This is an optimization exercise on Yosys and OpenROAD, whose aim is small area, a short achievable clock period and few clock cycles, not a production implementation. At most, simulation tests tie the RTL to the original design; equivalence was not proved.

==> flow/design.v (excerpt) <==
module sme #(
    parameter int max_string_len  = 32,
    parameter int max_pattern_len = 8
) (
    input  logic                                 clk,
    input  logic                                 reset,
    input  sme_pkg::char_t                       chardata,
    input  logic                                 isstring,
    input  logic                                 ispattern,
    output logic                                 valid,
    output logic                                 match,
    output logic [$clog2(max_string_len)-1:0]    match_index
);
Size: roughly 320 flip-flops, ~19 I/O pins.
==> module sme, before the edit <==
module sme #(
    parameter int max_string_len  = 32,
    parameter int max_pattern_len = 8
) (
    input  logic                                 clk,
    input  logic                                 reset,
    input  sme_pkg::char_t                       chardata,
    input  logic                                 isstring,
    input  logic                                 ispattern,
    output logic                                 valid,
    output logic                                 match,
    output logic [$clog2(max_string_len)-1:0]    match_index
);
    localparam int N     = max_string_len;
    localparam int P     = max_pattern_len;
    localparam int idx_w = $clog2(N);
    localparam int len_w = $clog2(N + 1);
    localparam int cnt_w = $clog2(P + 1);
    sme_pkg::char_t   mem [N];
    logic [len_w-1:0] str_len;
    logic             isstring_d;
    logic [N:0]   at_len;    
    logic [N-1:0] in_str;    
    logic [N-1:0] is_sp;     
    logic [N-1:0] eq;        
    logic [N-1:0] we_sel;    
    logic [N-1:0] we;
    always_comb begin
        for (int j = 0; j <= N; j++) at_len[j] = (str_len == len_w'(j));
        for (int j = 0; j < N; j++) begin
            in_str[j] = (str_len > len_w'(j));
            is_sp[j]  = (mem[j] == sme_pkg::char_space);
            eq[j]     = (mem[j] == chardata);
            we_sel[j] = isstring_d ? at_len[j] : (j == 0);
            we[j]     = isstring && we_sel[j];
        end
    end
    always_ff @(posedge clk or posedge reset) begin
        if (reset) begin
            isstring_d <= 1'b0;
            str_len    <= '0;
        end else begin
            isstring_d <= isstring;
            if (isstring) begin
                if (!isstring_d) str_len <= len_w'(1);
                else if (str_len != len_w'(N)) str_len <= str_len + 1'b1;
            end
        end
    end
    always_ff @(posedge clk) begin
        for (int j = 0; j < N; j++) begin
            if (we[j]) mem[j] <= chardata;
        end
    end
    logic [N:0]       e_vec;
    logic [cnt_w-1:0] raw_cnt;    
    logic [cnt_w-1:0] core_cnt;   
    logic             head_pend;
    logic             last_tail;  
    logic             tail_found;
    logic [idx_w-1:0] tail_pos;   
    logic p_first, p_keep, c_dot, c_head, c_tail;
    logic [N:0] cur, step_ok, e_next, head_ok, tail_mask, tail_vec;
    assign p_first = ispattern && (raw_cnt == '0);
    assign p_keep  = ispattern && (raw_cnt != cnt_w'(P));
    assign c_dot   = (chardata == sme_pkg::char_any);
    assign c_head  = (chardata == sme_pkg::char_head);
    assign c_tail  = (chardata == sme_pkg::char_tail);
    always_comb begin
        head_ok[0] = 1'b1;
        for (int j = 1; j <= N; j++) head_ok[j] = in_str[j-1] && is_sp[j-1];
        cur = e_vec & (head_pend ? head_ok : '1);
        for (int j = 0; j < N; j++) begin
            step_ok[j]   = cur[j] && in_str[j];
            tail_mask[j] = at_len[j] || (in_str[j] && is_sp[j]);
        end
        step_ok[N]   = 1'b0;
        tail_mask[N] = at_len[N];
        e_next[0] = 1'b0;
        for (int j = 1; j <= N; j++) e_next[j] = step_ok[j-1] && (c_dot || eq[j-1]);
        tail_vec = cur & tail_mask;
    end
    function automatic logic [idx_w-1:0] first_set(input logic [N+1:0] v);
        first_set = '0;
        for (int j = N + 1; j >= 0; j--) begin
            if (v[j]) first_set = idx_w'(j);
        end
    endfunction
    logic over;   
    always_ff @(posedge clk) begin
        if (!ispattern) begin
            raw_cnt <= '0;
        end else if (p_keep) begin
            raw_cnt <= raw_cnt + 1'b1;
        end
    end
    logic head_first;
    assign head_first = p_first && c_head;
    always_ff @(posedge clk) begin
        if (!ispattern) begin
            e_vec     <= '1;
            core_cnt  <= '0;
            head_pend <= 1'b0;
            over      <= 1'b0;
        end else begin
            e_vec     <= e_next | {(N+1){head_first}};
            core_cnt  <= core_cnt + cnt_w'(!head_first);
            head_pend <= head_first;
            over      <= !p_keep;
        end
        last_tail  <= c_tail;
        tail_found <= |tail_vec;
        tail_pos   <= first_set({tail_vec, 1'b0});
    end
    logic             res_found;
    logic [idx_w-1:0] res_pos;
    assign res_found = last_tail ? tail_found : (head_pend || (|e_vec));
    assign res_pos   = last_tail ? tail_pos : (head_pend ? '0 : first_set({1'b0, e_vec}));
    always_ff @(posedge clk or posedge reset) begin
        if (reset) begin
            valid <= 1'b0;
        end else begin
            valid <= !ispattern && (raw_cnt != '0);
        end
    end
    always_ff @(posedge clk) begin
        if (!over) begin
            match       <= res_found;
            match_index <= res_found ? res_pos - idx_w'(core_cnt) : '0;
        end
    end
endmodule
==> flow/config.mk <==
export PLATFORM = sky130hd
export DESIGN_NAME = sme
export DESIGN_NICKNAME = sme
export VERILOG_FILES = /design/flow/design.v
export SDC_FILE = /design/flow/constraint.sdc
export NUM_CORES = 4
export LEC_CHECK = 0
export CAP_MARGIN = 20
export CORE_MARGIN = 2
export CORE_UTILIZATION = 55
export CTS_BUF_LIST = sky130_fd_sc_hd__clkbuf_4 sky130_fd_sc_hd__clkbuf_8
export CTS_CLUSTER_DIAMETER = 60
export CTS_CLUSTER_SIZE = 16
export SLEW_MARGIN = 20
==> flow/constraint.sdc <==
create_clock -name core_clock -period 10.0 [get_ports {clk}]
set_input_delay 2.0000 -clock core_clock [delete_from_list [all_inputs] [get_ports {clk}]]
set_output_delay 2.0000 -clock core_clock [all_outputs]
set_load 0.01 [all_outputs]
standard.sh (not shown) runs the stock make flow with config.mk's settings and CLKGATE_MAP_FILE= SYNTH_SCRIPT=/design/flow/synth_recipe.tcl, a recipe that flattens the netlist after the stock synthesis.
==> flow/flow/run.sh <==
#!/bin/bash
# Standard ORFS layout, with repair_timing aiming for extra setup slack.
set -euo pipefail
bash standard.sh SETUP_SLACK_MARGIN=7 finish > standard_flow.log 2>&1
Rerun with:
--- a/flow/design.v
+++ b/flow/design.v
@@ -31,21 +31,22 @@
     sme_pkg::char_t   mem [N];
     logic [len_w-1:0] str_len;
     logic             isstring_d;
+    logic             s_first;   
     logic [N:0]   at_len;    
     logic [N-1:0] in_str;    
     logic [N-1:0] is_sp;     
     logic [N-1:0] eq;        
-    logic [N-1:0] we_sel;    
     logic [N-1:0] we;
+    assign s_first = isstring && !isstring_d;
     always_comb begin
         for (int j = 0; j <= N; j++) at_len[j] = (str_len == len_w'(j));
         for (int j = 0; j < N; j++) begin
             in_str[j] = (str_len > len_w'(j));
             is_sp[j]  = (mem[j] == sme_pkg::char_space);
             eq[j]     = (mem[j] == chardata);
-            we_sel[j] = isstring_d ? at_len[j] : (j == 0);
-            we[j]     = isstring && we_sel[j];
+            we[j]     = at_len[j];
         end
+        we[0] = at_len[0] || s_first;
     end
     always_ff @(posedge clk or posedge reset) begin
         if (reset) begin
@@ -66,22 +67,26 @@
     end
     logic [N:0]       e_vec;
     logic [cnt_w-1:0] raw_cnt;    
-    logic [cnt_w-1:0] core_cnt;   
+    logic             had_head;   
     logic             head_pend;
     logic             last_tail;  
     logic             tail_found;
     logic [idx_w-1:0] tail_pos;   
-    logic p_first, p_keep, c_dot, c_head, c_tail;
-    logic [N:0] cur, step_ok, e_next, head_ok, tail_mask, tail_vec;
-    assign p_first = ispattern && (raw_cnt == '0);
-    assign p_keep  = ispattern && (raw_cnt != cnt_w'(P));
-    assign c_dot   = (chardata == sme_pkg::char_any);
-    assign c_head  = (chardata == sme_pkg::char_head);
-    assign c_tail  = (chardata == sme_pkg::char_tail);
+    logic             over;       
+    logic r_first, c_dot, c_head, c_tail, head_first;
+    logic [N:0] pre, cur, step_ok, e_next, head_ok, tail_mask, tail_vec;
+    logic [cnt_w-1:0] core_cnt;   
+    assign r_first    = (raw_cnt == '0);
+    assign c_dot      = (chardata == sme_pkg::char_any);
+    assign c_head     = (chardata == sme_pkg::char_head);
+    assign c_tail     = (chardata == sme_pkg::char_tail);
+    assign head_first = r_first && c_head;
+    assign core_cnt   = raw_cnt - cnt_w'(had_head);
     always_comb begin
+        pre = e_vec | {(N+1){r_first || head_pend}};
         head_ok[0] = 1'b1;
         for (int j = 1; j <= N; j++) head_ok[j] = in_str[j-1] && is_sp[j-1];
-        cur = e_vec & (head_pend ? head_ok : '1);
+        cur = pre & ((head_pend && !r_first) ? head_ok : '1);
         for (int j = 0; j < N; j++) begin
             step_ok[j]   = cur[j] && in_str[j];
             tail_mask[j] = at_len[j] || (in_str[j] && is_sp[j]);
@@ -98,28 +103,18 @@
             if (v[j]) first_set = idx_w'(j);
         end
     endfunction
-    logic over;   
     always_ff @(posedge clk) begin
         if (!ispattern) begin
             raw_cnt <= '0;
-        end else if (p_keep) begin
+        end else if (raw_cnt != cnt_w'(P)) begin
             raw_cnt <= raw_cnt + 1'b1;
         end
+        over <= ispattern && (raw_cnt == cnt_w'(P));
     end
-    logic head_first;
-    assign head_first = p_first && c_head;
     always_ff @(posedge clk) begin
-        if (!ispattern) begin
-            e_vec     <= '1;
-            core_cnt  <= '0;
-            head_pend <= 1'b0;
-            over      <= 1'b0;
-        end else begin
-            e_vec     <= e_next | {(N+1){head_first}};
-            core_cnt  <= core_cnt + cnt_w'(!head_first);
-            head_pend <= head_first;
-            over      <= !p_keep;
-        end
+        e_vec      <= e_next;
+        had_head   <= r_first ? head_first : had_head;
+        head_pend  <= head_first;
         last_tail  <= c_tail;
         tail_found <= |tail_vec;
         tail_pos   <= first_set({tail_vec, 1'b0});
After rerunning: The new run produced a clean layout; die area went down by 1.0%; fmax goes down by 1.8%; worst hold slack got worse by 0.022 ns; worst setup slack is worse by 0.056 ns; core utilization went down by 3.0 points; cell area shrinks by 5.1%; area after synthesis shrinks by 1.0%; synthesized cell count decreases by 2.1%; non-clock buffer count shrinks by 33; sequential share of layout area came out higher by 2.2 points.
Testbench counts after the change, summed over its fixed seeds: cycles 8,566.
No functional check of the RTL was part of the first run of this note.

========
beta:
The RTL this note starts from:
==> flow/design.v <==
package sme_pkg;
    typedef logic [7:0] char_t;
    localparam char_t char_any   = 8'h2E;  
    localparam char_t char_head  = 8'h5E;  
    localparam char_t char_tail  = 8'h24;  
    localparam char_t char_space = 8'h20;
    typedef enum logic [1:0] {
        st_idle = 2'd0,
        st_scan = 2'd1,
        st_done = 2'd2
    } engine_state_t;
endpackage
module sme #(
    parameter int max_string_len  = 32,
    parameter int max_pattern_len = 8
) (
    input  logic                                 clk,
    input  logic                                 reset,
    input  sme_pkg::char_t                       chardata,
    input  logic                                 isstring,
    input  logic                                 ispattern,
    output logic                                 valid,
    output logic                                 match,
    output logic [$clog2(max_string_len)-1:0]    match_index
);
    localparam int N     = max_string_len;
    localparam int P     = max_pattern_len;
    localparam int idx_w = $clog2(N);
    localparam int len_w = $clog2(N + 1);
    localparam int cnt_w = $clog2(P + 1);
    sme_pkg::char_t   mem [N];
    logic [len_w-1:0] str_len;
    logic             isstring_d;
    logic             s_first;   
    logic [N:0]   at_len;    
    logic [N-1:0] in_str;    
    logic [N-1:0] is_sp;     
    logic [N-1:0] eq;        
    logic [N-1:0] we;
    assign s_first = isstring && !isstring_d;
    always_comb begin
        for (int j = 0; j <= N; j++) at_len[j] = (str_len == len_w'(j));
        for (int j = 0; j < N; j++) begin
            in_str[j] = (str_len > len_w'(j));
            is_sp[j]  = (mem[j] == sme_pkg::char_space);
            eq[j]     = (mem[j] == chardata);
            we[j]     = at_len[j];
        end
        we[0] = at_len[0] || s_first;
    end
    always_ff @(posedge clk or posedge reset) begin
        if (reset) begin
            isstring_d <= 1'b0;
            str_len    <= '0;
        end else begin
            isstring_d <= isstring;
            if (isstring) begin
                if (!isstring_d) str_len <= len_w'(1);
                else if (str_len != len_w'(N)) str_len <= str_len + 1'b1;
            end
        end
    end
    always_ff @(posedge clk) begin
        for (int j = 0; j < N; j++) begin
            if (we[j]) mem[j] <= chardata;
        end
    end
    logic [N:0]       e_vec;
    logic [cnt_w-1:0] raw_cnt;    
    logic             had_head;   
    logic             head_pend;
    logic             last_tail;  
    logic             tail_found;
    logic [idx_w-1:0] tail_pos;   
    logic             over;       
    logic r_first, c_dot, c_head, c_tail, head_first;
    logic [N:0] pre, cur, step_ok, e_next, head_ok, tail_mask, tail_vec;
    logic [cnt_w-1:0] core_cnt;   
    assign r_first    = (raw_cnt == '0);
    assign c_dot      = (chardata == sme_pkg::char_any);
    assign c_head     = (chardata == sme_pkg::char_head);
    assign c_tail     = (chardata == sme_pkg::char_tail);
    assign head_first = r_first && c_head;
    assign core_cnt   = raw_cnt - cnt_w'(had_head);
    always_comb begin
        pre = e_vec | {(N+1){r_first}};
        head_ok[0] = 1'b1;
        for (int j = 1; j <= N; j++) head_ok[j] = in_str[j-1] && is_sp[j-1];
        cur = pre & ((head_pend && !r_first) ? head_ok : '1);
        for (int j = 0; j < N; j++) begin
            step_ok[j]   = cur[j] && in_str[j];
            tail_mask[j] = at_len[j] || (in_str[j] && is_sp[j]);
        end
        step_ok[N]   = 1'b0;
        tail_mask[N] = at_len[N];
        e_next[0] = 1'b0;
        for (int j = 1; j <= N; j++) e_next[j] = step_ok[j-1] && (c_dot || eq[j-1]);
        tail_vec = cur & tail_mask;
    end
    function automatic logic [idx_w-1:0] first_set(input logic [N+1:0] v);
        first_set = '0;
        for (int j = N + 1; j >= 0; j--) begin
            if (v[j]) first_set = idx_w'(j);
        end
    endfunction
    always_ff @(posedge clk) begin
        if (!ispattern) begin
            raw_cnt <= '0;
        end else if (raw_cnt != cnt_w'(P)) begin
            raw_cnt <= raw_cnt + 1'b1;
        end
        over <= ispattern && (raw_cnt == cnt_w'(P));
    end
    always_ff @(posedge clk) begin
        e_vec      <= e_next | {(N+1){head_first}};
        had_head   <= r_first ? head_first : had_head;
        head_pend  <= head_first;
        last_tail  <= c_tail;
        tail_found <= |tail_vec;
        tail_pos   <= first_set({tail_vec, 1'b0});
    end
    logic             res_found;
    logic [idx_w-1:0] res_pos;
    assign res_found = last_tail ? tail_found : (head_pend || (|e_vec));
    assign res_pos   = last_tail ? tail_pos : (head_pend ? '0 : first_set({1'b0, e_vec}));
    always_ff @(posedge clk or posedge reset) begin
        if (reset) begin
            valid <= 1'b0;
        end else begin
            valid <= !ispattern && (raw_cnt != '0);
        end
    end
    always_ff @(posedge clk) begin
        if (!over) begin
            match       <= res_found;
            match_index <= res_found ? res_pos - idx_w'(core_cnt) : '0;
        end
    end
endmodule
Settings: LEC_CHECK=0, CAP_MARGIN=20, CORE_MARGIN=2, CORE_UTILIZATION=55, CTS_BUF_LIST=sky130_fd_sc_hd__clkbuf_4 sky130_fd_sc_hd__clkbuf_8, CTS_CLUSTER_DIAMETER=60, CTS_CLUSTER_SIZE=16, SLEW_MARGIN=20; clock period 10.0 ns.
Scripts as last shown in full above: flow/flow/run.sh
Input changes introduced in delta (baseline for comparison: beta):
==> flow/design.v, changed modules only <==
module sme #(
    parameter int max_string_len  = 32,
    parameter int max_pattern_len = 8
) (
    input  logic                                 clk,
    input  logic                                 reset,
    input  sme_pkg::char_t                       chardata,
    input  logic                                 isstring,
    input  logic                                 ispattern,
    output logic                                 valid,
    output logic                                 match,
    output logic [$clog2(max_string_len)-1:0]    match_index
);
    localparam int N     = max_string_len;
    localparam int P     = max_pattern_len;
    localparam int idx_w = $clog2(N);
    localparam int len_w = $clog2(N + 1);
    localparam int cnt_w = $clog2(P + 1);
    sme_pkg::char_t   mem [N];
    logic [len_w-1:0] str_len;
    logic             isstring_d;
    logic             s_first;   
    logic [N:0]   at_len;    
    logic [N-1:0] in_str;    
    logic [N-1:0] is_sp;     
    logic [N-1:0] eq;        
    logic [N-1:0] we;
    assign s_first = isstring && !isstring_d;
    always_comb begin
        for (int j = 0; j <= N; j++) at_len[j] = (str_len == len_w'(j));
        for (int j = 0; j < N; j++) begin
            in_str[j] = (str_len > len_w'(j));
            is_sp[j]  = (mem[j] == sme_pkg::char_space);
            eq[j]     = (mem[j] == chardata);
            we[j]     = at_len[j];
        end
        we[0] = at_len[0] || s_first;
    end
    always_ff @(posedge clk or posedge reset) begin
        if (reset) begin
            isstring_d <= 1'b0;
            str_len    <= '0;
        end else begin
            isstring_d <= isstring;
            if (isstring) begin
                if (!isstring_d) str_len <= len_w'(1);
                else if (str_len != len_w'(N)) str_len <= str_len + 1'b1;
            end
        end
    end
    always_ff @(posedge clk) begin
        for (int j = 0; j < N; j++) begin
            if (we[j]) mem[j] <= chardata;
        end
    end
    logic [N:0]       e_vec;
    logic [cnt_w-1:0] raw_cnt;    
    logic [cnt_w-1:0] core_cnt;   
    logic             last_tail;  
    logic             tail_found;
    logic [idx_w-1:0] tail_pos;   
    logic             over;       
    logic r_first, c_dot, c_head, c_tail, head_first;
    logic [N:0] pre, cur, step_ok, e_next, head_ok, tail_mask, tail_vec;
    logic [cnt_w-1:0] core_pre;
    assign r_first    = (raw_cnt == '0);
    assign c_dot      = (chardata == sme_pkg::char_any);
    assign c_head     = (chardata == sme_pkg::char_head);
    assign c_tail     = (chardata == sme_pkg::char_tail);
    assign head_first = r_first && c_head;
    assign core_pre   = r_first ? '0 : core_cnt;
    always_comb begin
        pre = e_vec | {(N+1){r_first}};
        head_ok[0] = 1'b1;
        for (int j = 1; j <= N; j++) head_ok[j] = in_str[j-1] && is_sp[j-1];
        cur = pre;
        for (int j = 0; j < N; j++) begin
            step_ok[j]   = cur[j] && in_str[j];
            tail_mask[j] = at_len[j] || (in_str[j] && is_sp[j]);
        end
        step_ok[N]   = 1'b0;
        tail_mask[N] = at_len[N];
        e_next[0] = 1'b0;
        for (int j = 1; j <= N; j++) e_next[j] = step_ok[j-1] && (c_dot || eq[j-1]);
        tail_vec = cur & tail_mask;
    end
    function automatic logic [idx_w-1:0] first_set(input logic [35:0] v);
        logic [8:0] any;
        logic [1:0] low [9];
        logic [8:0] pick;
        logic [8:0] seen;
        logic [5:0] pos;
        for (int g = 0; g < 9; g++) begin
            any[g] = |v[4*g +: 4];
            low[g] = v[4*g] ? 2'd0 : v[4*g+1] ? 2'd1 : v[4*g+2] ? 2'd2 : 2'd3;
        end
        seen[0] = 1'b0;
        for (int g = 1; g < 9; g++) seen[g] = seen[g-1] | any[g-1];
        pick = any & ~seen;
        pos = '0;
        for (int g = 0; g < 9; g++) begin
            pos = pos | ({6{pick[g]}} & {4'(g), low[g]});
        end
        first_set = pos[idx_w-1:0];
    endfunction
    always_ff @(posedge clk) begin
        if (!ispattern) begin
            raw_cnt <= '0;
        end else if (raw_cnt != cnt_w'(P)) begin
            raw_cnt <= raw_cnt + 1'b1;
        end
        over <= ispattern && (raw_cnt == cnt_w'(P));
    end
    always_ff @(posedge clk) begin
        e_vec      <= head_first ? head_ok : e_next;
        core_cnt   <= core_pre + cnt_w'(!head_first);
        last_tail  <= c_tail;
        tail_found <= |tail_vec;
        tail_pos   <= first_set({2'b00, tail_vec, 1'b0});
    end
    logic             res_found;
    logic [idx_w-1:0] res_pos;
    assign res_found = last_tail ? tail_found : (|e_vec);
    assign res_pos   = last_tail ? tail_pos : first_set({3'b000, e_vec});
    always_ff @(posedge clk or posedge reset) begin
        if (reset) begin
            valid <= 1'b0;
        end else begin
            valid <= !ispattern && (raw_cnt != '0);
        end
    end
    always_ff @(posedge clk) begin
        if (!over) begin
            match       <= res_found;
            match_index <= res_found ? res_pos - idx_w'(core_cnt) : '0;
        end
    end
endmodule
## What came out
- delta: all stages complete, timing, DRC and antenna checks passed
- Side by side, data required time of the critical path turned out higher in delta than in beta.
- Detailed route, delta vs beta: via total higher for delta
- Final weighted congestion in routability-driven placement in delta is about 1% lower than in beta
- Between delta and beta, synthesized area is higher for beta, delta comes in under that.
- Higher critical path depth in cells among delta and beta: beta
- Compared beta against delta; fraction of layout cells with a size suffix above 1 within noise.
- For beta, the start point of the critical path was e_vec[27]$_DFF_P_, unlike delta, where it was e_vec[10]$_DFF_P_.
- Synthesized instance count (delta vs. beta) decreases by a few percent
Function was not checked in any run of this note: the RTL went through the layout flow alone.

what the ideal ports hide:
How much do the figures lean on ideal ports? The routed layouts below were timed once more, with nothing changed but the port constraints.
Step 1: set_driving_cell puts a clkbuf_16 on clk and a buf_2 on each other input, an assumption about the parent block.
Step 2 adds t to the input delays and takes it off the output delays; t is the mean of the earliest and latest rising clock arrival at the registers after step 1. Input paths then give back, and output paths get back, about the clock's delay inside the block.
Three values: ideal ports, drivers, drivers and shift; two values: the first two.
run	shift t [ns]	slack for setup (ns)	worst setup path after step 2	latest minus earliest clock arrival (ns)
the first run of note 1	0.657	6.866 / 6.819 / 6.279	input to register	0.025 / 0.025
the second run of note 1	0.668	6.809 / 6.809 / 6.405	input to register	0.041 / 0.041
beta	0.649	6.807 / 6.807 / 6.226	input to register	0.017 / 0.017
delta	0.665	6.677 / 6.677 / 6.093	input to register	0.036 / 0.035
After both steps setup and hold are still met in every run listed. For the first run of note 1, which loses most, drivers alone change the setup slack by -0.047 ns; drivers and shift together by -0.587 ns.
